This design comes from an exercise in tuning for small area, a short achievable clock period and few clock cycles per item on the open sky130 flow, not from production work.
Only simulation tests tie the RTL to the original design; equivalence was not proved.
Power figures rest on the tool's default switching activity, not on a simulated workload.

==> inputs of run a <==
==> flow/design.v (excerpt) <==
module booth_pp_accumulator
(
    input  logic                            Clk,
    input  logic                            Reset,
    input  logic                            In_Valid,
    output logic                            In_Ready,
    input  logic [booth_acc_pkg::PP_W-1:0]  PP0,
    input  logic [booth_acc_pkg::PP_W-1:0]  PP1,
    input  logic [booth_acc_pkg::PP_W-1:0]  PP2,
    input  logic [booth_acc_pkg::PP_W-1:0]  PP3,
    input  logic [booth_acc_pkg::PP_W-1:0]  PP4,
    input  logic [booth_acc_pkg::PP_W-1:0]  PP5,
    input  logic [booth_acc_pkg::PP_W-1:0]  PP6,
    input  logic [booth_acc_pkg::PP_W-1:0]  PP7,
    input  logic [booth_acc_pkg::PP_W-1:0]  PP8,
    input  logic [booth_acc_pkg::PP_W-1:0]  PP9,
    input  logic [booth_acc_pkg::PP_W-1:0]  PP10,
    input  logic [booth_acc_pkg::PP_W-1:0]  PP11,
    input  logic [booth_acc_pkg::PP_W-1:0]  PP12,
    input  logic [booth_acc_pkg::PP_W-1:0]  PP13,
    input  logic [booth_acc_pkg::PP_W-1:0]  PP14,
    input  logic [booth_acc_pkg::PP_W-1:0]  PP15,
    input  logic [31:0]                     PP16,
    input  logic [15:0]                     Error_Correction,
    output logic                            Out_Valid,
    input  logic                            Out_Ready,
    output logic [booth_acc_pkg::PROD_W-1:0] Product,
    output logic                            Busy
);
==> flow/config.mk <==
export PLATFORM = sky130hd
export DESIGN_NAME = booth_pp_accumulator
export DESIGN_NICKNAME = booth_pp_accumulator
export VERILOG_FILES = /design/flow/design.v
export SDC_FILE = /design/flow/constraint.sdc
export NUM_CORES = 4
export LEC_CHECK = 0
export CAP_MARGIN = 20
export CORE_MARGIN = 2
export CORE_UTILIZATION = 40
export CTS_BUF_LIST = sky130_fd_sc_hd__clkbuf_4 sky130_fd_sc_hd__clkbuf_8
export SETUP_SLACK_MARGIN = 0.7
export SLEW_MARGIN = 20
export SYNTH_HIERARCHICAL = 1
export SYNTH_MINIMUM_KEEP_SIZE = 0
==> flow/constraint.sdc <==
create_clock -name core_clock -period 5.0 [get_ports {Clk}]
set_input_delay 1.0000 -clock core_clock [delete_from_list [all_inputs] [get_ports {Clk}]]
set_output_delay 1.0000 -clock core_clock [all_outputs]
set_load 0.01 [all_outputs]
standard.sh (not shown) runs the stock make flow with config.mk's settings and CLKGATE_MAP_FILE= SYNTH_SCRIPT=/design/flow/synth_recipe.tcl, a recipe that flattens the netlist after the stock synthesis.
==> flow/flow/run.sh <==
#!/bin/bash
# Own layout flow: the standard ORFS flow (standard.sh: its synthesis, floorplan,
# placement, CTS and routing), with two changes:
#  - the I/O port buffers that global placement inserts (one per input and output port,
#    as in the standard flow) are sky130_fd_sc_hd__buf_1 instead of the delay-cell buffer
#    buffer_ports picks by default;
#  - before floorplanning, gates that synthesis sized up are put back at their smallest
#    drive strength (flow/pre_floorplan.tcl); repair then sizes up what timing needs.
# Every tool's output goes to the ORFS logs under orfs/logs and to flow_run.log here.
set -euo pipefail
here=$(cd "$(dirname "$0")" && pwd)
export BUFFER_PORTS_ARGS="-buffer_cell sky130_fd_sc_hd__buf_1"
export PRE_FLOORPLAN_TCL="$here/pre_floorplan.tcl"
bash standard.sh finish > flow_run.log 2>&1
==> flow/flow/pre_floorplan.tcl <==
# Before floorplanning: put the one-cell modules' gates that synthesis sized up back at
# their smallest drive strength (same function); later repair sizes up what timing needs.
set db [ord::get_db]
set swaps {
  sky130_fd_sc_hd__maj3_2  sky130_fd_sc_hd__maj3_1
  sky130_fd_sc_hd__a21oi_2 sky130_fd_sc_hd__a21oi_1
}
set n 0
foreach inst [[ord::get_db_block] getInsts] {
  set name [[$inst getMaster] getName]
  if { [dict exists $swaps $name] } {
    $inst swapMaster [$db findMaster [dict get $swaps $name]]
    incr n
  }
}
puts "pre_floorplan: resized $n cells to the smallest drive strength"
==> run b: changes against run a <==
- SETUP_SLACK_MARGIN: 0.7 -> 1.1
==> run c: changes against run a <==
- SETUP_SLACK_MARGIN: 0.7 -> 0.9
==> comparison table <==
Result of the run: run c timing/DRC/antenna clean; run a timing/DRC/antenna clean; run b timing/DRC/antenna clean
Placed instance count: run c 2,391; run a 2,392; run b 2,391
Data arrival time at the worst-slack endpoint: run c 4.13 ns; run a 4.17 ns; run b 4.10 ns
Met3 Resource Use GR: run c 0.0288; run a 0.0267; run b 0.0239
Final Routed Wirelength: run c 45,100 um; run a 44,600 um; run b 46,100 um
Area used by multi-input combinational logic: run c 0.0131 mm2; run a 0.0128 mm2; run b 0.0135 mm2
Total Routing Usage GR: run c 0.206; run a 0.203; run b 0.210
Beginning of the critical path: run c PP0[21]; run a PP8[28]; run b PP2[33]
Routed wire length on met2: run c 24,800 um; run a 24,200 um; run b 25,300 um
Switching power: run c 6.03 mW; run a 5.77 mW; run b 6.26 mW
Post-route clock period utilization: run c 0.799; run a 0.808; run b 0.794
Proportion of power drawn by flip-flops and latches: run c 0.196; run a 0.204; run b 0.185
Clock Skews: run c 0.0123 ns; run a 0.0156 ns; run b 0.0190 ns
Fill cell total of the finished layout: run c 3,975; run a 3,995; run b 3,937
Setup slack, reg-to-reg: run c 2.98 ns; run a 2.94 ns; run b 2.96 ns
M1 GR Usage: run c 0.243; run a 0.244; run b 0.252
Largest net degree at the start of global routing: run c 59; run a 53; run b 54
Clk latency of the worst-skew pair: run c 0.39 ns; run a 0.38 ns; run b 0.38 ns
Actual slew at the worst max-slew pin: run c 0.739 ns; run a 0.710 ns; run b 0.724 ns
Number of DRC markers in iteration 0: run c 345; run a 294; run b 336
Slowest Stage Delay on Critical Path: run c 0.57 ns; run a 0.54 ns; run b 0.54 ns
Final-layout worst hold slack: run c 0.662 ns; run a 0.656 ns; run b 0.608 ns
Highest metal layer with signal wires: run c met5; run a met4; run b met4
Multi-input gate share of total cell area: run c 0.662; run a 0.656; run b 0.666
Number of instances resized during post-cts repair: run c 5; run a 4; run b 12
Clock-net power: run c 0.501 mW; run a 0.569 mW; run b 0.616 mW
Seq/total area: run c 0.154; run a 0.156; run b 0.151
Testbench counts of run a, summed over its fixed seeds: cycles 4,800, items 2,400.
Testbench counts of run b, summed over its fixed seeds: cycles 4,800, items 2,400.
Testbench counts of run c, summed over its fixed seeds: cycles 4,800, items 2,400.

-- static timing again, ports no longer ideal --
In the flow no input, the clock included, has a driving cell. The finished layouts below were timed again as built, in two steps.
Step 1, drivers: a clkbuf_16 drives Clk and a buf_2 each remaining input, both assumed.
Step 2 also shifts input and output timing later by t, the mid clock arrival at the registers, as if the neighbouring blocks saw the same clock.
Slacks: ideal / step 1 / step 2; pairs: ideal / step 1.
run	shift t [ns]	setup slack, ns	hold slack, ns	worst setup path after step 2	pins driven straight from the clock port
run a	0.416	0.958 / 0.944 / 0.527	0.656 / 0.656 / 0.656	input to register	1
run b	0.420	1.032 / 1.052 / 0.632	0.608 / 0.608 / 0.608	input to register	1
run c	0.423	1.006 / 1.027 / 0.604	0.662 / 0.662 / 0.662	input to register	1
After both steps setup and hold are still met in every run listed. The setup slack of run a, which loses most, moves by -0.014 ns with the drivers and by -0.431 ns with both steps.
